This is an optimization exercise on Yosys and OpenROAD, whose aim is small area, a short achievable clock period and few clock cycles, not a production implementation. RTL that was checked went through simulation tests only; none was proved equivalent to the original. Only the layout flow was run in runs 2 and 3; the RTL was not checked for function there. No activity file was given, so power comes from the tool's default toggle rates.

==> flow/run.sh <==
#!/bin/bash
# the standard layout, with its timing repair aiming for a larger setup margin,
# plain buffers on the ports and cell sizing not held to the same footprint
set -euo pipefail
bash standard.sh SETUP_SLACK_MARGIN=6.6 MATCH_CELL_FOOTPRINT=0 "BUFFER_PORTS_ARGS=-buffer_cell sky130_fd_sc_hd__buf_4" finish > standard.log 2>&1
==> standard.sh <==
#!/bin/bash
# synth_recipe.tcl (not shown) runs the flow's synth.tcl, then flattens the netlist and writes it again
# the make line also repeats each setting of config.mk as NAME=value (left out here)
make -C /OpenROAD-flow-scripts/flow DESIGN_CONFIG=/design/flow/config.mk WORK_HOME=/design/flow/orfs CLKGATE_MAP_FILE= SYNTH_SCRIPT=/design/flow/synth_recipe.tcl "${@:-finish}"
==> config.mk <==
export PLATFORM = sky130hd
export DESIGN_NAME = chip8_cpu
export DESIGN_NICKNAME = chip8_cpu
export VERILOG_FILES = /design/flow/design.v
export SDC_FILE = /design/flow/constraint.sdc
export NUM_CORES = 4
export LEC_CHECK = 0
export ABC_AREA = 1
export ABC_CLOCK_PERIOD_IN_PS = 3000
export CAP_MARGIN = 20
export CORE_MARGIN = 2
export CORE_UTILIZATION = 40
export CTS_BUF_LIST = sky130_fd_sc_hd__clkbuf_8
export CTS_CLUSTER_DIAMETER = 60
export SETUP_SLACK_MARGIN = 5
export SLEW_MARGIN = 20
==> constraint.sdc <==
create_clock -name core_clock -period 10.0 [get_ports {clk}]
set_input_delay 2.0000 -clock core_clock [delete_from_list [all_inputs] [get_ports {clk}]]
set_output_delay 2.0000 -clock core_clock [all_outputs]
set_load 0.01 [all_outputs]
==> design.v <==
`timescale 1ns/1ns
`default_nettype none
package chip8_bus_pkg;
  typedef logic [11:0] addr_t;
  typedef logic [7:0] data_t;
  localparam addr_t PROGRAM_START = 12'h200;
  localparam addr_t INSTR_BYTES = 12'd2;
endpackage
`default_nettype wire
`timescale 1ns/1ns
`default_nettype none
package chip8_isa_pkg;
  typedef logic [3:0] reg_idx_t;
  typedef struct packed {
    logic [3:0] op;
    reg_idx_t x;
    reg_idx_t y;
    logic [3:0] n;
  } nib_view_t;
  typedef struct packed {
    logic [3:0] op;
    reg_idx_t x;
    logic [7:0] kk;
  } imm_view_t;
  typedef struct packed {
    logic [3:0] op;
    logic [11:0] nnn;
  } addr_view_t;
  typedef union packed {
    nib_view_t nib;
    imm_view_t imm;
    addr_view_t addr;
  } opcode_t;
  localparam logic [3:0] OP_SYS = 4'h0;
  localparam logic [3:0] OP_JP = 4'h1;
  localparam logic [3:0] OP_CALL = 4'h2;
  localparam logic [3:0] OP_SE_IMM = 4'h3;
  localparam logic [3:0] OP_SNE_IMM = 4'h4;
  localparam logic [3:0] OP_SE_REG = 4'h5;
  localparam logic [3:0] OP_LD_IMM = 4'h6;
  localparam logic [3:0] OP_ADD_IMM = 4'h7;
  localparam logic [3:0] OP_ALU = 4'h8;
  localparam logic [3:0] OP_SNE_REG = 4'h9;
  localparam logic [3:0] OP_LD_I = 4'hA;
  localparam logic [3:0] OP_JP_V0 = 4'hB;
  localparam logic [3:0] OP_MISC = 4'hF;
  localparam logic [7:0] MISC_GET_DT = 8'h07;
  localparam logic [7:0] MISC_SET_DT = 8'h15;
  localparam logic [7:0] MISC_ADD_I = 8'h1E;
  localparam logic [7:0] MISC_BCD = 8'h33;
  localparam logic [7:0] MISC_STORE = 8'h55;
  localparam logic [7:0] MISC_LOAD = 8'h65;
  localparam logic [15:0] OPC_RET = 16'h00EE;
  localparam reg_idx_t FLAG_REG = 4'hF;
endpackage
`default_nettype wire
`timescale 1ns/1ns
`default_nettype none
module chip8_alu (
  input wire [3:0] op,
  input wire chip8_bus_pkg::data_t kk,
  input wire chip8_bus_pkg::data_t a,
  input wire chip8_bus_pkg::data_t b,
  input wire inv_a,
  input wire inv_b,
  input wire use_kk,
  input wire chip8_bus_pkg::data_t timer,
  output chip8_bus_pkg::data_t result,
  output logic wr,
  output logic flag,
  output logic flag_en,
  output logic skip
);
  logic [3:0] n;
  logic is_alu;
  chip8_bus_pkg::data_t p;
  chip8_bus_pkg::data_t q;
  logic [8:0] sum;
  logic eq_ab;
  logic eq_ak;
  assign n = kk[3:0];
  assign is_alu = (op == chip8_isa_pkg::OP_ALU);
  assign p = a ^ {8{inv_a}};
  assign q = (use_kk ? kk : b) ^ {8{inv_b}};
  assign sum = {1'b0, p} + {1'b0, q} + {8'd0, inv_a | inv_b};
  assign eq_ab = (a == b);
  assign eq_ak = (a == kk);
  always_comb begin
    result = a;
    flag = 1'b0;
    flag_en = 1'b0;
    case (n)
      4'h0: result = b;
      4'h1: result = a | b;
      4'h2: result = a & b;
      4'h3: result = a ^ b;
      4'h4: begin
        result = sum[7:0];
        flag = sum[8];
        flag_en = 1'b1;
      end
      4'h5: begin
        result = sum[7:0];
        flag = sum[8];
        flag_en = 1'b1;
      end
      4'h6: begin
        result = a >> 1;
        flag = a[0];
        flag_en = 1'b1;
      end
      4'h7: begin
        result = sum[7:0];
        flag = sum[8] & ~eq_ab;
        flag_en = 1'b1;
      end
      4'hE: begin
        result = a << 1;
        flag = a[7];
        flag_en = 1'b1;
      end
      default: ;
    endcase
    case (op)
      chip8_isa_pkg::OP_LD_IMM: result = kk;
      chip8_isa_pkg::OP_ADD_IMM: result = sum[7:0];
      chip8_isa_pkg::OP_MISC: result = timer;
      default: ;
    endcase
    flag_en = flag_en & is_alu;
  end
  always_comb begin
    wr = 1'b0;
    skip = 1'b0;
    case (op)
      chip8_isa_pkg::OP_SE_IMM: skip = eq_ak;
      chip8_isa_pkg::OP_SNE_IMM: skip = ~eq_ak;
      chip8_isa_pkg::OP_SE_REG: skip = (n == 4'h0) & eq_ab;
      chip8_isa_pkg::OP_SNE_REG: skip = (n == 4'h0) & ~eq_ab;
      chip8_isa_pkg::OP_LD_IMM: wr = 1'b1;
      chip8_isa_pkg::OP_ADD_IMM: wr = 1'b1;
      chip8_isa_pkg::OP_ALU: wr = 1'b1;
      chip8_isa_pkg::OP_MISC: wr = (kk == chip8_isa_pkg::MISC_GET_DT);
      default: ;
    endcase
  end
endmodule
`default_nettype wire
`timescale 1ns/1ns
`default_nettype none
module chip8_regfile (
  input wire clk,
  input wire reset,
  input wire chip8_isa_pkg::reg_idx_t rd_x_idx,
  input wire chip8_isa_pkg::reg_idx_t rd_y_idx,
  input wire wr_en,
  input wire chip8_isa_pkg::reg_idx_t wr_idx,
  input wire chip8_bus_pkg::data_t wr_data,
  input wire flag_wr_en,
  input wire flag_data,
  output chip8_bus_pkg::data_t rd_x_data,
  output chip8_bus_pkg::data_t rd_y_data,
  output chip8_bus_pkg::data_t v0_data
);
  chip8_bus_pkg::data_t regs [16];
  assign rd_x_data = regs[rd_x_idx];
  assign rd_y_data = regs[rd_y_idx];
  assign v0_data = regs[0];
  chip8_bus_pkg::data_t wd;
  logic fd;
  assign wd = wr_data & {8{~reset}};
  assign fd = flag_data & ~reset;
  always_ff @(posedge clk) begin
    for (int r = 0; r < 15; r++) begin
      if (reset || (wr_en && wr_idx == 4'(r))) regs[r] <= wd;
    end
    if (reset || flag_wr_en) regs[15] <= {7'd0, fd};
    else if (wr_en && wr_idx == 4'd15) regs[15] <= wd;
  end
endmodule
`default_nettype wire
`timescale 1ns/1ns
`default_nettype none
module chip8_call_stack #(
  parameter int STACK_DEPTH = 16
) (
  input wire clk,
  input wire reset,
  input wire push,
  input wire pop,
  input wire chip8_bus_pkg::addr_t push_addr,
  output chip8_bus_pkg::addr_t top
);
  localparam int IDX_W = $clog2(STACK_DEPTH);
  localparam logic [IDX_W:0] FULL_COUNT = (IDX_W + 1)'(STACK_DEPTH);
  chip8_bus_pkg::addr_t entries [STACK_DEPTH];
  logic [IDX_W:0] count;
  logic [IDX_W-1:0] top_idx;
  assign top_idx = count[IDX_W-1:0] - IDX_W'(1);
  assign top = entries[top_idx];
  always_ff @(posedge clk or posedge reset) begin
    if (reset) begin
      count <= '0;
    end else if (push) begin
      count <= count + 1'b1;
    end else if (pop) begin
      count <= count - 1'b1;
    end
  end
  always_ff @(posedge clk) begin
    if (push) entries[count[IDX_W-1:0]] <= push_addr;
  end
endmodule
`default_nettype wire
`timescale 1ns/1ns
`default_nettype none
module chip8_delay_timer #(
  parameter int TICK_DIV = 64
) (
  input wire clk,
  input wire reset,
  input wire load,
  input wire chip8_bus_pkg::data_t load_value,
  output chip8_bus_pkg::data_t value
);
  localparam int CNT_W = (TICK_DIV > 1) ? $clog2(TICK_DIV) : 1;
  localparam logic [CNT_W-1:0] LAST = CNT_W'(TICK_DIV - 1);
  logic [CNT_W-1:0] div_cnt;
  logic tick;
  assign tick = (div_cnt == LAST);
  always_ff @(posedge clk or posedge reset) begin
    if (reset) begin
      div_cnt <= '0;
      value <= '0;
    end else begin
      div_cnt <= tick ? '0 : div_cnt + 1'b1;
      if (load) begin
        value <= load_value;
      end else if (tick && value != '0) begin
        value <= value - 8'd1;
      end
    end
  end
endmodule
`default_nettype wire
`timescale 1ns/1ns
`default_nettype none
module chip8_control (
  input wire clk,
  input wire reset,
  input wire mem_req_ready,
  input wire mem_rsp_valid,
  input wire chip8_bus_pkg::data_t mem_rdata,
  input wire chip8_bus_pkg::data_t rd_x_data,
  input wire chip8_bus_pkg::data_t rd_y_data,
  input wire chip8_bus_pkg::data_t v0_data,
  input wire chip8_bus_pkg::addr_t stack_top,
  input wire chip8_bus_pkg::data_t timer_value,
  output logic mem_req_valid,
  output logic mem_req_write,
  output chip8_bus_pkg::addr_t mem_addr,
  output chip8_bus_pkg::data_t mem_wdata,
  output chip8_isa_pkg::reg_idx_t rd_x_idx,
  output chip8_isa_pkg::reg_idx_t rd_y_idx,
  output logic wr_en,
  output chip8_isa_pkg::reg_idx_t wr_idx,
  output chip8_bus_pkg::data_t wr_data,
  output logic flag_wr_en,
  output logic flag_data,
  output logic stack_push,
  output logic stack_pop,
  output chip8_bus_pkg::addr_t push_addr,
  output logic timer_load,
  output chip8_bus_pkg::data_t timer_load_value
);
  localparam logic [1:0] MK_STORE = 2'd0;
  localparam logic [1:0] MK_BCD = 2'd1;
  localparam logic [1:0] MK_LOAD = 2'd2;
  logic rq_v;
  logic rq_w;
  chip8_bus_pkg::addr_t rq_a;    
  chip8_bus_pkg::data_t rq_d;
  logic [1:0] ocnt;      
  logic [1:0] dcnt;      
  logic use_npc;         
  chip8_bus_pkg::addr_t npc;   
  logic half;            
  logic squash;          
  chip8_bus_pkg::data_t hi_q;
  logic hi_jp, hi_call, hi_00, hi_f, hi_b_op;
  chip8_bus_pkg::data_t lo_q;
  logic ir_v;            
  chip8_bus_pkg::data_t opx;
  chip8_bus_pkg::data_t opy;
  chip8_isa_pkg::reg_idx_t xidx;
  chip8_bus_pkg::addr_t i_reg;
  logic m_iss;           
  logic st_q;            
  logic [1:0] m_kind;
  logic [3:0] mcnt;      
  logic [3:0] mlast;
  logic l_act;           
  logic l_pend;          
  logic kept;            
  logic [3:0] lidx;
  logic inv_a, inv_b, use_kk;    
  logic [3:0] op;
  assign op = hi_q[7:4];
  chip8_bus_pkg::data_t e_data;
  logic e_wr, e_flag, e_flag_en, e_skip;
  chip8_alu chip8_alu_inst (
    .op, .kk(lo_q), .a(opx), .b(opy), .inv_a, .inv_b, .use_kk, .timer(timer_value),
    .result(e_data), .wr(e_wr), .flag(e_flag), .flag_en(e_flag_en), .skip(e_skip)
  );
  logic dzero, en_ib, en_hi, en_lo, en_lo_ok, en_ld;
  logic rsp, ib, hi_b, lo_b, lo_ok, ld_rsp;
  logic r_jc, r_ret, r_redir, r_mop;
  logic lo_mop, lo_store, lo_bcd, lo_load;
  logic e_redir, redirect;
  logic acc_rd, slot_free, stalled_rd, room;
  logic [1:0] ocnt_a;
  chip8_bus_pkg::addr_t tgt;
  chip8_bus_pkg::addr_t npc_inc;
  chip8_bus_pkg::addr_t bnnn_tgt;
  chip8_bus_pkg::addr_t a_seq;
  chip8_bus_pkg::addr_t a_base;
  chip8_bus_pkg::addr_t a_free;
  assign rsp = mem_rsp_valid;
  assign dzero = (dcnt == 2'd0);
  assign en_ib = dzero & ~l_act;
  assign en_hi = en_ib & ~half;
  assign en_lo = en_ib & half;
  assign en_lo_ok = en_lo & ~squash;
  assign en_ld = dzero & l_act;
  assign ib = rsp & en_ib;
  assign hi_b = rsp & en_hi;
  assign lo_b = rsp & en_lo;
  assign lo_ok = rsp & en_lo_ok;
  assign ld_rsp = rsp & en_ld;
  assign lo_store = (mem_rdata == chip8_isa_pkg::MISC_STORE);
  assign lo_bcd = (mem_rdata == chip8_isa_pkg::MISC_BCD);
  assign lo_load = (mem_rdata == chip8_isa_pkg::MISC_LOAD);
  assign lo_mop = lo_store | lo_bcd | lo_load;
  assign r_jc = lo_ok & (hi_jp | hi_call);
  assign r_ret = lo_ok & hi_00 & (mem_rdata == 8'hEE);
  assign r_redir = r_jc | r_ret;
  assign r_mop = lo_ok & hi_f & lo_mop;
  assign e_redir = ir_v & (op == chip8_isa_pkg::OP_JP_V0);
  assign redirect = r_redir | e_redir;
  assign acc_rd = rq_v & mem_req_ready & ~rq_w;
  assign slot_free = ~rq_v | mem_req_ready;
  assign stalled_rd = rq_v & ~mem_req_ready & ~rq_w;
  assign ocnt_a = ocnt + {1'b0, acc_rd} - {1'b0, rsp};
  assign room = (ocnt_a != 2'd2);
  assign npc_inc = npc + 12'd1;
  chip8_bus_pkg::addr_t add_sum;
  assign add_sum = (hi_b_op ? {hi_q[3:0], lo_q} : i_reg) + chip8_bus_pkg::addr_t'(opx);
  assign bnnn_tgt = add_sum;
  always_comb begin
    if (r_ret) tgt = stack_top;
    else if (r_jc) tgt = {hi_q[3:0], mem_rdata};
    else tgt = bnnn_tgt;
  end
  assign push_addr = npc_inc;
  assign stack_push = lo_ok & hi_call;
  assign stack_pop = r_ret;
  assign rd_x_idx = st_q ? mcnt : (hi_b_op ? 4'd0 : xidx);
  assign rd_y_idx = mem_rdata[7:4];
  assign timer_load_value = opx;
  assign timer_load = ir_v & (op == chip8_isa_pkg::OP_MISC) & (lo_q == chip8_isa_pkg::MISC_SET_DT);
  assign flag_wr_en = ir_v & e_flag_en;
  assign flag_data = e_flag;
  always_comb begin
    if (ld_rsp) begin
      wr_en = 1'b1;
      wr_idx = lidx;
      wr_data = mem_rdata;
    end else begin
      wr_en = ir_v & e_wr;
      wr_idx = hi_q[3:0];
      wr_data = e_data;
    end
  end
  logic [1:0] h_dig;
  logic [3:0] t_dig;
  logic [3:0] u_dig;
  chip8_bus_pkg::data_t bcd_d;
  assign h_dig = (rd_x_data >= 8'd200) ? 2'd2 : ((rd_x_data >= 8'd100) ? 2'd1 : 2'd0);
  assign t_dig = 4'((opx / 8'd10) % 8'd10);
  assign u_dig = 4'(opx % 8'd10);
  assign bcd_d = mcnt[1] ? 8'(u_dig) : (mcnt[0] ? 8'(t_dig) : 8'(h_dig));
  logic m_first;         
  logic s_go, c_go, f_go;
  logic [1:0] s_kind;
  logic [3:0] s_last;
  assign s_kind = lo_store ? MK_STORE : (lo_bcd ? MK_BCD : MK_LOAD);
  assign s_last = lo_bcd ? 4'd2 : hi_q[3:0];
  assign s_go = slot_free & (~lo_load | room);
  assign c_go = slot_free & m_iss & ((m_kind != MK_LOAD) | room);
  assign f_go = slot_free & ~m_iss & ~r_mop & ~kept & room;
  logic keep;
  logic [3:0] i_page_up;
  logic wr_near;
  assign i_page_up = i_reg[11:8] + 4'd1;
  assign wr_near = (npc_inc[11:8] == i_reg[11:8]) | (npc_inc[11:8] == i_page_up);
  assign keep = (ocnt_a == 2'd1) & ~stalled_rd & ~wr_near;
  assign a_seq = rq_v ? rq_a + 12'd1 : rq_a;
  always_comb begin
    if (m_iss) a_base = m_first ? i_reg : a_seq;
    else if (e_redir) a_base = bnnn_tgt;
    else if (use_npc) a_base = npc;
    else a_base = a_seq;
  end
  always_comb begin
    if (r_ret) a_free = stack_top;
    else if (r_jc) a_free = {hi_q[3:0], mem_rdata};
    else if (r_mop) a_free = i_reg;
    else a_free = a_base;
  end
  assign mem_req_valid = rq_v;
  assign mem_req_write = rq_w;
  assign mem_addr = rq_a;
  assign mem_wdata = rq_d;
  always_ff @(posedge clk) begin
    if (slot_free) begin
      rq_w <= r_mop ? ~lo_load : (m_iss & (m_kind != MK_LOAD));
      rq_a <= a_free;
      rq_d <= m_iss ? ((m_kind == MK_BCD) ? bcd_d : rd_x_data) : (mem_rdata[1] ? 8'(h_dig) : v0_data);
    end
    if (hi_b) begin
      hi_q <= mem_rdata;
      hi_jp <= (mem_rdata[7:4] == chip8_isa_pkg::OP_JP);
      hi_call <= (mem_rdata[7:4] == chip8_isa_pkg::OP_CALL);
      hi_00 <= (mem_rdata == 8'h00);
      hi_f <= (mem_rdata[7:4] == chip8_isa_pkg::OP_MISC);
      hi_b_op <= (mem_rdata[7:4] == chip8_isa_pkg::OP_JP_V0);
      xidx <= mem_rdata[3:0];
    end
    lo_q <= mem_rdata;
    if (!(m_iss && m_kind == MK_BCD)) opx <= rd_x_data;
    opy <= rd_y_data;
    if (r_mop) mlast <= s_last;
    inv_a <= (op == chip8_isa_pkg::OP_ALU) && (mem_rdata[3:0] == 4'h7);
    inv_b <= (op == chip8_isa_pkg::OP_ALU) && (mem_rdata[3:0] == 4'h5);
    use_kk <= (op == chip8_isa_pkg::OP_ADD_IMM);
    if (!l_act) lidx <= '0;
    else if (ld_rsp) lidx <= lidx + 4'd1;
  end
  always_ff @(posedge clk or posedge reset) begin
    if (reset) begin
      rq_v <= 1'b0;
      ocnt <= '0;
      dcnt <= '0;
      kept <= 1'b0;
      l_pend <= 1'b0;
      use_npc <= 1'b1;
      npc <= chip8_bus_pkg::PROGRAM_START;
      half <= 1'b0;
      squash <= 1'b0;
      ir_v <= 1'b0;
      i_reg <= '0;
      m_iss <= 1'b0;
      st_q <= 1'b0;
      m_first <= 1'b0;
      m_kind <= '0;
      mcnt <= '0;
      l_act <= 1'b0;
    end else begin
      ocnt <= ocnt_a;
      if (redirect) npc <= tgt;
      else if (ib) npc <= npc_inc;
      if (redirect || (r_mop && !keep)) dcnt <= ocnt_a + {1'b0, stalled_rd};
      else if (r_mop) dcnt <= 2'd0;
      else if (rsp && !dzero) dcnt <= dcnt - 2'd1;
      if (r_mop) kept <= keep;
      else if (rsp && dzero) kept <= 1'b0;
      if (redirect) half <= 1'b0;
      else if (ib) half <= ~half;
      ir_v <= lo_ok & ~r_redir & ~r_mop;
      if (lo_b) squash <= 1'b0;
      else if (ir_v && e_skip) squash <= 1'b1;
      if (ir_v) begin
        if (op == chip8_isa_pkg::OP_LD_I) i_reg <= {hi_q[3:0], lo_q};
        else if (op == chip8_isa_pkg::OP_MISC && lo_q == chip8_isa_pkg::MISC_ADD_I)
          i_reg <= add_sum;
      end
      if (r_mop) begin
        l_act <= lo_load & ~keep;
        l_pend <= lo_load & keep;
      end else if (rsp && dzero && kept) begin
        l_act <= l_pend;
        l_pend <= 1'b0;
      end else if (ld_rsp && lidx == mlast) begin
        l_act <= 1'b0;
      end
      if (slot_free) rq_v <= r_mop ? s_go : (m_iss ? c_go : (room & ~kept));
      if (r_mop) use_npc <= 1'b1;
      else if (redirect) use_npc <= ~slot_free;
      else if (f_go) use_npc <= 1'b0;
      if (r_mop) begin
        m_kind <= s_kind;
        m_first <= ~slot_free;
        if (s_go) begin
          m_iss <= (s_last != 4'd0);
          st_q <= lo_store & (s_last != 4'd0);
          mcnt <= 4'd1;
        end else begin
          m_iss <= 1'b1;
          st_q <= lo_store;
          mcnt <= 4'd0;
        end
      end else begin
        if (slot_free) m_first <= 1'b0;
        if (c_go) begin
          m_iss <= (mcnt != mlast);
          st_q <= st_q & (mcnt != mlast);
          mcnt <= mcnt + 4'd1;
        end
      end
    end
  end
endmodule
`default_nettype wire
`timescale 1ns/1ns
`default_nettype none
module chip8_cpu #(
  parameter int TICK_DIV = 64,
  parameter int STACK_DEPTH = 16
) (
  input wire clk,
  input wire reset,
  input wire mem_req_ready,
  input wire mem_rsp_valid,
  input wire chip8_bus_pkg::data_t mem_rdata,
  output logic mem_req_valid,
  output logic mem_req_write,
  output chip8_bus_pkg::addr_t mem_addr,
  output chip8_bus_pkg::data_t mem_wdata
);
  chip8_isa_pkg::reg_idx_t rd_x_idx;
  chip8_isa_pkg::reg_idx_t rd_y_idx;
  chip8_isa_pkg::reg_idx_t wr_idx;
  chip8_bus_pkg::data_t rd_x_data;
  chip8_bus_pkg::data_t rd_y_data;
  chip8_bus_pkg::data_t v0_data;
  chip8_bus_pkg::data_t wr_data;
  chip8_bus_pkg::data_t timer_value;
  chip8_bus_pkg::data_t timer_load_value;
  chip8_bus_pkg::addr_t stack_top;
  chip8_bus_pkg::addr_t push_addr;
  logic wr_en;
  logic flag_wr_en;
  logic flag_data;
  logic stack_push;
  logic stack_pop;
  logic timer_load;
  chip8_control chip8_control_inst (
    .clk, .reset,
    .mem_req_ready, .mem_rsp_valid, .mem_rdata,
    .rd_x_data, .rd_y_data, .v0_data,
    .stack_top, .timer_value,
    .mem_req_valid, .mem_req_write, .mem_addr, .mem_wdata,
    .rd_x_idx, .rd_y_idx,
    .wr_en, .wr_idx, .wr_data, .flag_wr_en, .flag_data,
    .stack_push, .stack_pop, .push_addr,
    .timer_load, .timer_load_value
  );
  chip8_regfile chip8_regfile_inst (
    .clk, .reset, .rd_x_idx, .rd_y_idx,
    .wr_en, .wr_idx, .wr_data, .flag_wr_en, .flag_data,
    .rd_x_data, .rd_y_data, .v0_data
  );
  chip8_call_stack #(.STACK_DEPTH(STACK_DEPTH)) chip8_call_stack_inst (
    .clk, .reset, .push(stack_push), .pop(stack_pop), .push_addr, .top(stack_top)
  );
  chip8_delay_timer #(.TICK_DIV(TICK_DIV)) chip8_delay_timer_inst (
    .clk, .reset, .load(timer_load), .load_value(timer_load_value), .value(timer_value)
  );
endmodule
`default_nettype wire
==> key figures, run 1 <==
Die
  – Core box area: 0.05792 mm²
  – Die span in x: 246.6 µm
  – Initial core utilization: 40.63%
  – Row Count: 88
  – Ports: 34
  – Die area: 0.06079 mm²
  – Vert. Die Dim: 246.6 µm

STA
  – Clock Skews: 0.03817 ns
  – Fmax: 291.4 MHz
  – Fin crit period: 3.431 ns
  – Slew HR: 29.82%
  – Slew @ Worst Pin: 1.043 ns
  – Minimum hold slack: 0.4589 ns
  – Max Slew Vio Count: 0
  – Setup TNS: 0 ns
  – Fin crit share: 34.31%
  – Final setup viols: 0
  – Unrepaired setup endpoints after global routing: yes
  – Post-route worst setup slack: 6.569 ns
  – Fin. Hold Viols: 0

Power and ir drop
  – Power Internal: 4189 µW
  – VDD IR max: 0.2202 mV
  – Sw Pwr: 2884 µW
  – Power per cell area: 251.4 mW/mm²
  – Sequential Power Share: 36.4%
  – Clock share of power: 23.2%
  – Static leakage: 0.01088 µW
  – Combinational fraction of design power: 40.4%
  – Switch share: 40.78%

Final layout
  – Final non-filler cell total: 3464
  – Share of cells above drive strength 1: 18.60%
  – # fillers: 5458
  – Antenna cells: 0
  – Area grow syn2layout: 19.58%
  – Largest register FFs: 192
  – Nets: 2704

Worst hold path
  – Hold Path Depth: 1
  – Worst hold path class: reg -> reg

Worst setup path
  – Critical-path maximum fanout: 8
  – CP endpoint: chip8_regfile_inst.regs[11][3]$_DFFE_PP_
  – CP arrival: 3.71 ns
  – Sequence of cells on the critical path: buf_6, nand2_8, buf_4, nor2_4, buf_4, o21ai_2, nor2_1, inv_2, o31ai_4
  – Slowest cell on crit path: o31ai_4
  – Cell mode on critical path: buf_4
  – FF-to-FF setup slack: 6.63 ns
  – CP Buf/Inv Count: 4
  – Worst r2r src: chip8_control_inst.hi_b_op$_DFFE_PP_
  – CP Launch Point: mem_rsp_valid
  – Critical path launch point type: input pin
  – Critical Path Stages: 9
  – CP peak stage delay: 0.59 ns
  – Crit. End Element: register
  – Top delay family on crit path: compound AO/OA/AOI/OAI gates
  – Worst r2r dst: chip8_control_inst.rq_d[0]$_DFFE_PN_
  – Critical path class: in -> reg
  – R2R depth: 20
  – CP required: 10.28 ns

Clocking
  – TritonCTS clock tree: done
  – Clk root buf: clkbuf_8
  – Worst-case clock buffer depth: 3
  – H-Tree Level Count: 3
  – CTS Hold Buffers Added: 0
  – Clock Pin Slew Worst Setup and Hold Paths: 0.06 ns
  – Total CTS buffers: 79
  – Clk sinks: 452
  – Clk Latency, worst-skew pair: 0.69 ns

Route
  – Via Count: 19950
  – Initial DRC count: 2154
  – Remaining DRCs: 0
  – Final ANT Viol Nets: 0
  – WL final: 77.96 mm
  – DR pass1 iterations: 8
  – Drt wl/cell: 22.51 µm
  – Vias per Instance: 5.759

Global route
  – Largest net degree at the start of global routing: 101
  – Initial antenna violation count: 0
  – GRT overflow: 0
  – First-pass GRT wire length: 115.9 mm
  – Global-route usage over all layers: 25.38%
  – Vias in the first global route: 19010

Yosys
  – Synth Register Bits: 452
  – Fraction of registers with async set/reset: 13.94%
  – Mean Syn Cell Area: 9.485 µm²
  – Synthesized instance count: 2481
  – Sequential area share after synthesis: 55.07%
  – Post-synthesis cell type count: 69
  – Ys flop type: edfxtp_1
  – Yosys warns: 6
  – Synthesized area: 0.02353 mm²
  – Syn_nets: 2550
  – Post-synth EDFFs: 359

Place
  – Placed Cells: 3225
  – Worst slack, placed: 4.462 ns
  – RD Place Congestion: 0.9528
  – Post-detail-place hpwl: 54.08 mm
  – Port buffer count: 33

Job
  – Max Cap Viol: 0

Run status
  – Outcome: complete, no violations
kinds of logic (layout without fill, tap and decap cells):
| group | Yosys count | after routing | synth area share, % |
|---|---|---|---|
| compound gates | 537 | 537 | 14.62 |
| simple gates | 990 | 991 | 17.73 |
| mux | 15 | 15 | 0.6380 |
| buf+inv | 349 | 566 | 5.763 |
| fa+ha+maj | 57 | 57 | 3.158 |
| flops | 452 | 452 | 55.07 |
| xor+xnor | 81 | 81 | 3.015 |
cell type report:
class | count | area [µm²] | share of cell area [%]
flip-flops and latches | 452 | 12990 | 46.17
multi-input cells | 1681 | 10230 | 36.34
repair buffers | 150 | 1330 | 4.726
clock buffers | 85 | 1170 | 4.157
inverters | 267 | 1089 | 3.868
well taps | 765 | 957.2 | 3.401
clock inverters | 60 | 349.1 | 1.240
repair inverters | 4 | 27.53 | 0.09782
stage by stage:
| step | total power [µW] | area [µm²] | utilization, % |
|---|---|---|---|
| after detailed placement | 5188 | 25080 | 43.31 |
| after global placement | 5157 | 25070 | 43.29 |
| after CTS | 6963 | 27300 | 47.14 |
| after global routing | 7471 | 28140 | 48.59 |
| final | 7073 | 28140 | 48.59 |
| after floorplan | 4261 | 24030 | - |
worst min path at each step:
stage | from | endpoint
floorplan | chip8_delay_timer_inst.div_cnt[0]$_DFF_PP0_ | chip8_delay_timer_inst.div_cnt[0]$_DFF_PP0_
global placement | chip8_delay_timer_inst.div_cnt[0]$_DFF_PP0_ | chip8_delay_timer_inst.div_cnt[0]$_DFF_PP0_
detailed placement | chip8_delay_timer_inst.div_cnt[0]$_DFF_PP0_ | chip8_delay_timer_inst.div_cnt[0]$_DFF_PP0_
CTS | chip8_delay_timer_inst.div_cnt[0]$_DFF_PP0_ | chip8_delay_timer_inst.div_cnt[0]$_DFF_PP0_
global route | chip8_delay_timer_inst.div_cnt[0]$_DFF_PP0_ | chip8_delay_timer_inst.div_cnt[0]$_DFF_PP0_
finish | chip8_delay_timer_inst.div_cnt[0]$_DFF_PP0_ | chip8_delay_timer_inst.div_cnt[0]$_DFF_PP0_
cells in the mapped netlist (all sizes together) (18+ instances only):
cell type,number,share of area (%)
nand2,504,8.4
edfxtp,359,46
nor2,307,5.0
inv,263,4.2
o21ai,220,4.8
nand3,88,1.9
a21oi,72,1.6
clkbuf,68,1.1
xor2,64,2.4
dfrtp,61,6.5
o211ai,56,1.8
ha,53,2.8
nand4,52,1.4
o22ai,36,0.98
o32ai,36,1.3
dfxtp,30,2.6
o221ai,28,1.0
a211oi,23,0.73
nor3,20,0.45
o2111ai,18,0.67
layout by cell type, fill, tap and decap left out, types with 8 or more instances in the layout:
cell,n
clkinv_1,18
o21ai_2,13
o22ai_1,32
ha_1,48
nor4_1,9
buf_4,128
clkbuf_8,85
o221ai_1,27
o21ai_0,170
nand2_1,466
nand2_4,13
inv_4,11
dfxtp_1,21
inv_2,28
a21oi_1,62
o21ai_1,22
inv_1,246
nand2_2,25
buf_12,8
a21oi_2,9
nor2_1,252
clkinvlp_4,10
nand4_1,52
nor2_2,14
xnor2_1,14
nand3_1,77
nor2_4,41
nand3_2,10
o32ai_1,36
edfxtp_1,359
nor3_1,15
a211oi_1,20
dfrtp_1,59
o211ai_1,55
mux2i_1,15
xor2_1,60
o21ai_4,15
o2111ai_1,17
layer usage:
layer  routed length [µm]  global-route usage, %
met3                 6338                  4.651
met5                    0                      0
met1                32720                  34.67
met2                36270                  40.54
met4                 2635                  8.735
timing repair:
item,4_1_cts,5_1_grt
pin swaps,17,48
resized for setup,95,131
setup buffers,46,39
cloned,3,5
setup endpoints to repair,371,180
power groups by stage:
stage                     Clock (µW)  Combinational, µW  Sequential (µW)
after CTS                       1670               2710             2580
after floorplan                    0               1700             2560
after global placement             0               2500             2660
after detailed placement           0               2530             2660
final                           1640               2850             2570
after global routing            1760               3110             2590
Testbench counts, summed over its fixed seeds: cycles 560,864.
==> inputs of run 2 (changes only) <==
--- a/design.v
+++ b/design.v
@@ -288,6 +288,11 @@
   logic squash;          
   chip8_bus_pkg::data_t hi_q;
   logic hi_jp, hi_call, hi_00, hi_f, hi_b_op;
+  assign hi_jp = (hi_q[7:4] == chip8_isa_pkg::OP_JP);
+  assign hi_call = (hi_q[7:4] == chip8_isa_pkg::OP_CALL);
+  assign hi_00 = (hi_q == 8'h00);
+  assign hi_f = (hi_q[7:4] == chip8_isa_pkg::OP_MISC);
+  assign hi_b_op = (hi_q[7:4] == chip8_isa_pkg::OP_JP_V0);
   chip8_bus_pkg::data_t lo_q;
   logic ir_v;            
   chip8_bus_pkg::data_t opx;
@@ -429,11 +434,6 @@
     end
     if (hi_b) begin
       hi_q <= mem_rdata;
-      hi_jp <= (mem_rdata[7:4] == chip8_isa_pkg::OP_JP);
-      hi_call <= (mem_rdata[7:4] == chip8_isa_pkg::OP_CALL);
-      hi_00 <= (mem_rdata == 8'h00);
-      hi_f <= (mem_rdata[7:4] == chip8_isa_pkg::OP_MISC);
-      hi_b_op <= (mem_rdata[7:4] == chip8_isa_pkg::OP_JP_V0);
       xidx <= mem_rdata[3:0];
     end
     lo_q <= mem_rdata;
==> run 2 against run 1 <==
Net effect:
- first-iteration DRC count is 0.74% higher
- synthesized cell count is 2.1% lower
- cell area is 1.9% higher
- via count hardly changed
- maximum frequency is 1.4% lower
- register-to-register slack worse by 0.03 ns
- critical path depth is 5 higher
- area after synthesis is 0.31% lower
- sequential power is 3% higher
- clock power hardly changed
- routed wire length is 0.72% higher
- largest cell class unchanged
- largest power group unchanged
- highest routed layer unchanged
==> key figures, run 2 <==
Yosys
  – Mean Syn Cell Area: 9.662 µm² (+1.9%)
  – Post-synthesis cell type count: 70 (+1.4%)
  – Yosys warns: 6 (unchanged)
  – Fraction of registers with async set/reset: 14.09% (+0.16 points)
  – Yosys top cell area share: 45.31% (-0.50 points)
  – Synth Register Bits: 447 (-1.1%)
  – Synthesized instance count: 2428 (-2.1%)
  – Ys flop type: edfxtp_1
  – Top-count cell post-synth: nand2_1
  – Most frequent cells after synthesis: nand2_1 (434), edfxtp_1 (354), nor2_1 (279)
  – Top cells by area, synth: edfxtp_1 (45%), nand2_1 (6.9%), dfrtp_1 (6.5%)
  – Post-synth EDFFs: 354 (-1.4%)
  – Syn_nets: 2497 (-2.1%)
  – Synthesized area: 0.02346 mm² (-0.31%)
  – Sequential area share after synthesis: 54.60% (-0.47 points)
  – Cell taking the most area after synthesis: edfxtp_1

Power and ir drop
  – Static leakage: 0.01102 µW (+1.3%)
  – VDD IR max: 0.1578 mV (-28%)
  – Power per cell area: 267.3 mW/mm² (+6.3%)
  – Overall Power: 7664 µW (+8.3%)

Place
  – Post-detail-place hpwl: 53.13 mm (-1.8%)
  – RD Place Congestion: 1.011 (+6.1%)
  – Port buffer count: 33 (unchanged)
  – Worst slack, placed: 4.895 ns (+0.4331 ns)
  – Placed Cells: 3169 (-1.7%)
  – DP Area: 0.02499 mm² (-0.35%)

Clocking
  – Worst-case clock buffer depth: 3 (unchanged)
  – H-Tree Level Count: 3 (unchanged)
  – Total CTS buffers: 80 (+1.3%)
  – Clk root buf: clkbuf_8
  – Clk sinks: 447 (-1.1%)
  – Clk Latency, worst-skew pair: 0.69 ns (about the same)
  – Clock Pin Slew Worst Setup and Hold Paths: 0.06 ns (about the same)
  – TritonCTS clock tree: done

Final layout
  – Share of cells above drive strength 1: 22.16% (+3.6 points)
  – Nets: 2685 (-0.70%)
  – # fillers: 5211 (-4.5%)
  – Most common cell after layout, fill and taps aside: nand2_1
  – Most frequent cells in the layout: nand2_1 (410), edfxtp_1 (354), nor2_1 (249)
  – Area grow syn2layout: 22.22%
  – Design area: 0.02867 mm² (+1.9%)
  – Final non-filler cell total: 3442 (-0.64%)
  – Largest register FFs: 192 (unchanged)

Worst setup path
  – Worst r2r src: chip8_control_inst.opy[0]$_DFF_P_
  – CP peak stage delay: 0.31 ns (-0.28 ns)
  – Critical path class: in -> reg
  – CP Launch Point: mem_rsp_valid
  – Slowest cell on crit path: ha_1
  – Crit. End Element: register
  – CP required: 10.55 ns (+0.27 ns)
  – Critical-path maximum fanout: 5 (-3)
  – Worst r2r dst: chip8_regfile_inst.regs[6][6]$_DFFE_PP_
  – FF-to-FF setup slack: 6.60 ns (-0.03 ns)
  – CP arrival: 4.03 ns (+0.32 ns)
  – Critical path launch point type: input pin
  – Sequence of cells on the critical path: buf_8, nand2_8, nor2_4, nand2_2, nor2_4, clkinv_4, nor3_4, inv_2, ha_1, nand2_2, o21ai_2, mux2i_1, xor2_1, inv_1
  – R2R depth: 15 (-25%)

Route
  – DR pass1 iterations: 6 (-2)
  – Remaining DRCs: 0 (unchanged)
  – Final ANT Viol Nets: 0 (unchanged)
  – Vias per Instance: 5.793 (+0.58%)
  – Via Count: 19940 (-0.060%)
  – WL final: 78.53 mm (+0.72%)
  – Drt wl/cell: 22.81 µm (+1.4%)
  – Initial DRC count: 2170 (+0.74%)

Die
  – Die span in x: 246.2 µm (-0.15%)
  – Core box area: 0.05781 mm² (-0.19%)
  – Initial core utilization: 40.58% (-0.048 points)
  – Ports: 34 (unchanged)
  – Row Count: 88 (unchanged)
  – Vert. Die Dim: 246.2 µm (-0.15%)
  – Die area: 0.06060 mm² (-0.30%)

Global route
  – Global-route usage over all layers: 25.61% (+0.22 points)
  – Vias in the first global route: 18950 (-0.33%)
  – Initial antenna violation count: 1 (+1)
  – Largest net degree at the start of global routing: 97 (-4.0%)
  – GRT overflow: 0 (unchanged)
  – First-pass GRT wire length: 116.6 mm (+0.58%)

STA
  – Slew HR: 27.40% (-2.4 points)
  – Setup TNS: 0 ns (unchanged)
  – Post-route worst setup slack: 6.519 ns (-0.04995 ns)
  – Fin crit period: 3.481 ns (+0.04995 ns)
  – Final setup viols: 0 (unchanged)
  – Fmax: 287.3 MHz (-1.4%)
  – Fin. Hold Viols: 0 (unchanged)
  – Unrepaired setup endpoints after global routing: yes
  – Fin crit share: 34.81% (+0.50 points)
  – Max Slew Vio Count: 0 (unchanged)
  – Slew @ Worst Pin: 1.088 ns (+0.04499 ns)
  – Clock Skews: 0.05670 ns (+0.01853 ns)

Worst hold path
  – Worst Hold Endpoint: chip8_delay_timer_inst.div_cnt[0]$_DFF_PP0_
  – Hold Path Depth: 1 (unchanged)
  – Hold_sp: chip8_delay_timer_inst.div_cnt[0]$_DFF_PP0_
  – Worst hold path class: reg -> reg

Job
  – Max Cap Viol: 0 (unchanged)

Run status
  – Outcome: complete, no violations
-- run 2: changes by cell type after synthesis, moves of 8 or more --
cell,delta
nand2_4,+10
o22ai_1,-8
nand2_1,-50
nor2_1,-22
inv_1,-11
o21ai_0,-17
nor2_2,+19
a211oi_1,-8
o211ai_1,-12
o21ai_1,+8
nand4_1,-17
a22oi_1,+10
-- run 2: area by class of cell --
cell class              count  area [µm²]  area share (%)
clock inverters            56       340.3           1.187
clock buffers              86        1184           4.128
multi-input cells        1646       10550           36.80
well taps                 765       957.2           3.338
inverters                 262        1055           3.679
flip-flops and latches    447       12840           44.79
diodes                      1       2.502        0.008728
repair buffers            179        1743           6.079
-- run 2: kinds of logic after synthesis --
logic type      count (synthesis)  synth area share, %
xor+xnor                       84                3.168
fa+ha+maj                      57                3.168
buf+inv                       338                5.589
compound gates                535                14.78
simple gates                  946                17.80
mux                            21               0.8960
flops                         447                54.60
-- run 2: critical path: cells and delay by family --
kind | cells | cell delay, ns
adders and majority gates | 1 | 0.31
buffers and inverters | 4 | 0.34
AOI/OAI and AO/OA | 1 | 0.15
and+or+nand+nor | 6 | 0.75
xor gates and xnor gates | 1 | 0.18
muxes | 1 | 0.28
-- run 2: worst max-delay path by stage --
| stage | depth (start not counted) | to |
|---|---|---|
| final | 14 | chip8_call_stack_inst.count[3]$_DFFE_PP0P_ |
| after global routing | 21 | chip8_control_inst.rq_a[11]$_DFFE_PN_ |
| after detailed placement | 16 | chip8_control_inst.dcnt[0]$_DFFE_PP0P_ |
| after CTS | 15 | chip8_regfile_inst.regs[6][6]$_DFFE_PP_ |
| after global placement | 14 | chip8_control_inst.dcnt[0]$_DFFE_PP0P_ |
| after floorplan | 13 | chip8_call_stack_inst.count[3]$_DFFE_PP0P_ |
-- run 2: through the flow --
stage	hold slack (ns)	utilization, %
2_1_floorplan	0.4289	-
5_1_grt	0.4963	49.60
6_report	0.4572	49.60
3_5_place_dp	0.4523	43.23
3_3_place_gp	0.4416	43.19
4_1_cts	0.4627	47.88
-- run 2: what timing repair did --
item                       4_1_cts  5_1_grt
gates resized for setup        124      118
setup buffers                   57       69
setup endpoints to repair      486      386
hold buffers                     0        0
pin swaps                       27       59
gates cloned                     4        0
-- run 2: report_power, final --
group	switching, µW	leakage, µW	internal [µW]
Combinational	2240	0.00580	1120
Sequential	229	0.00437	2410
Clock	789	0.000845	874
Total	3260	0.0110	4400
-- run 2: routing by layer --
metal	global-route usage, %	up-vias	share of wire (%)
met1	35.92	9861	43
met5	0	-	0
met2	38.99	989	45
met3	5.163	147	9.0
li1	-	8941	-
met4	9.786	0	3.1
==> inputs of run 3 (changes only) <==
--- a/design.v
+++ b/design.v
@@ -277,6 +277,7 @@
   localparam logic [1:0] MK_BCD = 2'd1;
   localparam logic [1:0] MK_LOAD = 2'd2;
   logic rq_v;
+  logic rq_rd;           
   logic rq_w;
   chip8_bus_pkg::addr_t rq_a;    
   chip8_bus_pkg::data_t rq_d;
@@ -288,11 +289,6 @@
   logic squash;          
   chip8_bus_pkg::data_t hi_q;
   logic hi_jp, hi_call, hi_00, hi_f, hi_b_op;
-  assign hi_jp = (hi_q[7:4] == chip8_isa_pkg::OP_JP);
-  assign hi_call = (hi_q[7:4] == chip8_isa_pkg::OP_CALL);
-  assign hi_00 = (hi_q == 8'h00);
-  assign hi_f = (hi_q[7:4] == chip8_isa_pkg::OP_MISC);
-  assign hi_b_op = (hi_q[7:4] == chip8_isa_pkg::OP_JP_V0);
   chip8_bus_pkg::data_t lo_q;
   logic ir_v;            
   chip8_bus_pkg::data_t opx;
@@ -352,9 +348,9 @@
   assign r_mop = lo_ok & hi_f & lo_mop;
   assign e_redir = ir_v & (op == chip8_isa_pkg::OP_JP_V0);
   assign redirect = r_redir | e_redir;
-  assign acc_rd = rq_v & mem_req_ready & ~rq_w;
+  assign acc_rd = rq_rd & mem_req_ready;
   assign slot_free = ~rq_v | mem_req_ready;
-  assign stalled_rd = rq_v & ~mem_req_ready & ~rq_w;
+  assign stalled_rd = rq_rd & ~mem_req_ready;
   assign ocnt_a = ocnt + {1'b0, acc_rd} - {1'b0, rsp};
   assign room = (ocnt_a != 2'd2);
   assign npc_inc = npc + 12'd1;
@@ -434,6 +430,11 @@
     end
     if (hi_b) begin
       hi_q <= mem_rdata;
+      hi_jp <= (mem_rdata[7:4] == chip8_isa_pkg::OP_JP);
+      hi_call <= (mem_rdata[7:4] == chip8_isa_pkg::OP_CALL);
+      hi_00 <= (mem_rdata == 8'h00);
+      hi_f <= (mem_rdata[7:4] == chip8_isa_pkg::OP_MISC);
+      hi_b_op <= (mem_rdata[7:4] == chip8_isa_pkg::OP_JP_V0);
       xidx <= mem_rdata[3:0];
     end
     lo_q <= mem_rdata;
@@ -449,6 +450,7 @@
   always_ff @(posedge clk or posedge reset) begin
     if (reset) begin
       rq_v <= 1'b0;
+      rq_rd <= 1'b0;
       ocnt <= '0;
       dcnt <= '0;
       kept <= 1'b0;
@@ -493,7 +495,10 @@
       end else if (ld_rsp && lidx == mlast) begin
         l_act <= 1'b0;
       end
-      if (slot_free) rq_v <= r_mop ? s_go : (m_iss ? c_go : (room & ~kept));
+      if (slot_free) begin
+        rq_v <= r_mop ? s_go : (m_iss ? c_go : (room & ~kept));
+        rq_rd <= r_mop ? (s_go & lo_load) : (m_iss ? (c_go & (m_kind == MK_LOAD)) : (room & ~kept));
+      end
       if (r_mop) use_npc <= 1'b1;
       else if (redirect) use_npc <= ~slot_free;
       else if (f_go) use_npc <= 1'b0;
==> run 3 against run 2 <==
Net effect:
- routed wire length grew 4.8%
- clock power rose by 7%
- die area grew 0.61%
- combinational power up 5%
- cell area is 2.2% higher
- register-to-register slack worse by 0.12 ns
- sequential power increased by 2%
- critical path depth is 7 higher
- non-clock buffer count increased by 26
- count of clock-buffer cells in the layout up 1
- critical endpoint is now chip8_control_inst.rq_a[10]$_DFFE_PN_
- largest cell class unchanged
- largest power group unchanged
- highest routed layer is now met5
==> key figures, run 3 <==
STA
  – Final setup viols: 0 (unchanged)
  – Setup TNS: 0 ns (unchanged)
  – Slew @ Worst Pin: 1.112 ns (+0.02405 ns)
  – Clock Skews: 0.04343 ns (-0.01327 ns)
  – Max Slew Vio Count: 0 (unchanged)
  – Fin crit share: 35.15% (+0.34 points)
  – Fin crit period: 3.515 ns (+0.03402 ns)
  – Unrepaired setup endpoints after global routing: yes
  – Fin. Hold Viols: 0 (unchanged)
  – Slew HR: 25.86% (-1.5 points)
  – Fmax: 284.5 MHz (-0.97%)

Run status
  – Outcome: complete, no violations

Route
  – Final ANT Viol Nets: 0 (unchanged)
  – Drt wl/cell: 23.32 µm (+2.2%)
  – Remaining DRCs: 0 (unchanged)
  – Via Count: 20160 (+1.1%)
  – Vias per Instance: 5.712 (-1.4%)
  – Initial DRC count: 1862 (-14%)
  – WL final: 82.31 mm (+4.8%)
  – DR pass1 iterations: 6 (unchanged)

Clocking
  – Worst-case clock buffer depth: 3 (unchanged)
  – CTS Hold Buffers Added: 0 (unchanged)
  – TritonCTS clock tree: done
  – Clk root buf: clkbuf_8
  – H-Tree Level Count: 3 (unchanged)
  – Clock Pin Slew Worst Setup and Hold Paths: 0.06 ns (about the same)
  – Total CTS buffers: 80 (unchanged)
  – Clk sinks: 453 (+1.3%)
  – Clk Latency, worst-skew pair: 0.70 ns (about the same)

Power and ir drop
  – Switch share: 42.21% (-0.33 points)
  – VDD IR max: 0.2957 mV (+87%)
  – Power per cell area: 272.9 mW/mm² (+2.1%)
  – Sequential Power Share: 33.5% (-1.0 points)
  – Static leakage: 0.01135 µW (+3.0%)
  – Sw Pwr: 3377 µW (+3.6%)
  – Power Internal: 4623 µW (+5.0%)
  – Clock share of power: 22.2% (+0.5 points)
  – Combinational fraction of design power: 44.3% (+0.5 points)

Die
  – Die span in x: 246.9 µm (+0.30%)
  – Row Count: 89 (+1.1%)
  – Initial core utilization: 40.22% (-0.36 points)
  – Die area: 0.06097 mm² (+0.61%)
  – Core box area: 0.05869 mm² (+1.5%)
  – Ports: 34 (unchanged)
  – Vert. Die Dim: 246.9 µm (+0.30%)

Final layout
  – Area grow syn2layout: 24.17%
  – Nets: 2761 (+2.8%)
  – Most frequent cells in the layout: nand2_1 (408), edfxtp_1 (359), inv_1 (259)
  – Most common cell after layout, fill and taps aside: nand2_1
  – Design area: 0.02931 mm² (+2.2%)
  – Largest register FFs: 192 (unchanged)
  – # fillers: 5354 (+2.7%)
  – Share of cells above drive strength 1: 22.81% (+0.65 points)

Global route
  – GRT overflow: 0 (unchanged)
  – Global-route usage over all layers: 26.50% (+0.90 points)
  – First-pass GRT wire length: 119.9 mm (+2.8%)
  – Vias in the first global route: 19340 (+2.1%)
  – Largest net degree at the start of global routing: 98 (+1.0%)
  – Initial antenna violation count: 4 (+3)

Yosys
  – Sequential area share after synthesis: 55.01% (+0.41 points)
  – Mean Syn Cell Area: 9.518 µm² (-1.5%)
  – Most frequent cells after synthesis: nand2_1 (447), edfxtp_1 (359), nor2_1 (283)
  – Post-synthesis cell type count: 67 (-4.3%)
  – Top cells by area, synth: edfxtp_1 (46%), nand2_1 (7.1%), dfrtp_1 (6.6%)
  – Synth Register Bits: 453 (+1.3%)
  – Cell taking the most area after synthesis: edfxtp_1
  – Yosys top cell area share: 45.67% (+0.36 points)
  – Syn_nets: 2549 (+2.1%)
  – Synthesized instance count: 2480 (+2.1%)
  – Yosys warns: 6 (unchanged)
  – Top-count cell post-synth: nand2_1
  – Ys flop type: edfxtp_1
  – Fraction of registers with async set/reset: 14.13% (+0.034 points)
  – Synthesized area: 0.02360 mm² (+0.61%)
  – Post-synth EDFFs: 359 (+1.4%)

Place
  – RD Place Congestion: 0.9772 (-3.3%)
  – Port buffer count: 33 (unchanged)
  – DP Area: 0.02517 mm² (+0.72%)
  – Post-detail-place hpwl: 56.70 mm (+6.7%)

Worst setup path
  – Crit. End Element: register
  – Critical-path maximum fanout: 2 (-3)
  – Critical path launch point type: register
  – CP arrival: 4.05 ns (+0.02 ns)
  – CP required: 10.54 ns (about the same)
  – Critical path class: reg -> reg

Job
  – Max Cap Viol: 0 (unchanged)

Worst hold path
  – Worst hold path class: reg -> reg
## run 3: worst paths after layout
kind	from	to	slack, ns	cells past startpoint
max in group asynchronous	reset	chip8_control_inst.npc[9]$_DFFE_PP1P_	7.81	3
worst min register to register	chip8_delay_timer_inst.div_cnt[0]$_DFF_PP0_	chip8_delay_timer_inst.div_cnt[0]$_DFF_PP0_	0.47	1
worst max register to register	chip8_control_inst.hi_b_op$_DFFE_PP_	chip8_control_inst.rq_a[10]$_DFFE_PN_	6.48	21
min in group asynchronous	reset	chip8_control_inst.mcnt[3]$_DFFE_PP0P_	1.80	3
worst max-delay path	chip8_control_inst.hi_b_op$_DFFE_PP_	chip8_control_inst.rq_a[10]$_DFFE_PN_	6.48	21
worst min-delay path	chip8_delay_timer_inst.div_cnt[0]$_DFF_PP0_	chip8_delay_timer_inst.div_cnt[0]$_DFF_PP0_	0.47	1
## run 3: cells by family after synthesis
group,count (synthesis),share of synthesized area [%]
AND/OR/NAND/NOR,919,16.41
AO/OA/AOI/OAI,580,15.53
flip-flops,453,55.01
buffers and inverters,374,6.218
XOR/XNOR,82,3.043
adder cells (fa/ha/maj),57,3.149
multiplexers,15,0.6361
## run 3: final cells by class
cell class / count / area (µm²) / share of cell area, %
tap: 773 / 967.2 / 3.300
sequential: 453 / 13020 / 44.41
multi-input combinational: 1653 / 10590 / 36.14
timing repair inverter: 3 / 20.02 / 0.06831
clock inverter: 56 / 419.2 / 1.430
inverter: 296 / 1196 / 4.081
antenna: 4 / 10.01 / 0.03415
timing repair buffer: 205 / 1891 / 6.451
clock buffer: 87 / 1197 / 4.086
## run 3: metal layers
layer / share of wire, % / global-route usage, %
met4: 4.6 / 12.76
met1: 42 / 35.75
met2: 46 / 41.29
met5: 0.038 / 0
met3: 8.0 / 4.721
## run 3: worst max-delay path: stages (launching register included)
cell      delay (ns)
edfxtp_1        0.41
buf_6           0.14
buf_6           0.10
o21ai_2         0.11
ha_2            0.20
inv_2           0.04
fa_2            0.42
o21ai_4         0.20
a21oi_2         0.09
o21ai_2         0.19
a21oi_1         0.12
o21ai_1         0.19
nand3_1         0.11
xor2_1          0.22
inv_1           0.11
o21ai_1         0.14
nand2_1         0.07
a21oi_1         0.16
a21oi_1         0.05
o21ai_1         0.15
nand2_1         0.08
nand2_1         0.07
## run 3: power groups by stage
stage / Combinational [µW] / Sequential, µW / Clock [µW]
6_report: 3540 / 2680 / 1780
4_1_cts: 3180 / 2670 / 1800
3_3_place_gp: 2860 / 2740 / 0
5_1_grt: 3830 / 2700 / 1880
2_1_floorplan: 1970 / 2630 / 0
3_5_place_dp: 2900 / 2740 / 0
## run 3: stage by stage
step | worst slack (ns) | power [µW] | std cells | utilization, % | hold WS (ns)
finish | 6.485 | 7999 | 3530 | 49.94 | 0.4685
floorplan | 6.206 | 4598 | 2480 | - | 0.4289
global route | 6.356 | 8405 | 3528 | 49.93 | 0.4891
detailed placement | 5.140 | 5643 | 3227 | 42.89 | 0.4621
CTS | 6.507 | 7650 | 3457 | 47.84 | 0.4723
global placement | 5.259 | 5604 | 3226 | 42.87 | 0.4454
## run 3: repair_timing
| item | in CTS | in global routing |
|---|---|---|
| endpoints found under the setup margin | 464 | 207 |
| gates resized for setup | 146 | 153 |
| pin swaps | 48 | 90 |
| endpoints found under the hold margin | 0 | 0 |
| cloned | 3 | 0 |
| buffers inserted | 84 | 69 |

-- port drivers added, routing unchanged --
In the flow no input, the clock included, has a driving cell. The finished layouts below were timed again as built, in two steps. Step 1: set_driving_cell puts a clkbuf_16 on clk and a buf_2 on each other input, an assumption about the parent block. Step 2, shift: input delay + t, output delay - t, t = (earliest + latest rising clock arrival at the registers) / 2. This alone moves slack from input paths to output paths. a / b / c = ideal ports / drivers / drivers and shift; a / b = the first two.
| run | t, ns | setup slack, ns | hold WS [ns] | clock arrival spread, ns | slew at the worst register clock pin (ns) |
|---|---|---|---|---|---|
| run 1 | 0.718 | 6.569 / 6.571 / 5.853 | 0.459 / 0.459 / 0.459 | 0.044 / 0.045 | 0.08 / 0.08 |
| run 2 | 0.718 | 6.519 / 6.521 / 5.803 | 0.457 / 0.457 / 0.457 | 0.057 / 0.057 | 0.07 / 0.07 |
| run 3 | 0.730 | 6.485 / 6.485 / 5.896 | 0.468 / 0.468 / 0.468 | 0.045 / 0.045 | 0.07 / 0.07 |
After both steps setup and hold are still met in every run listed.
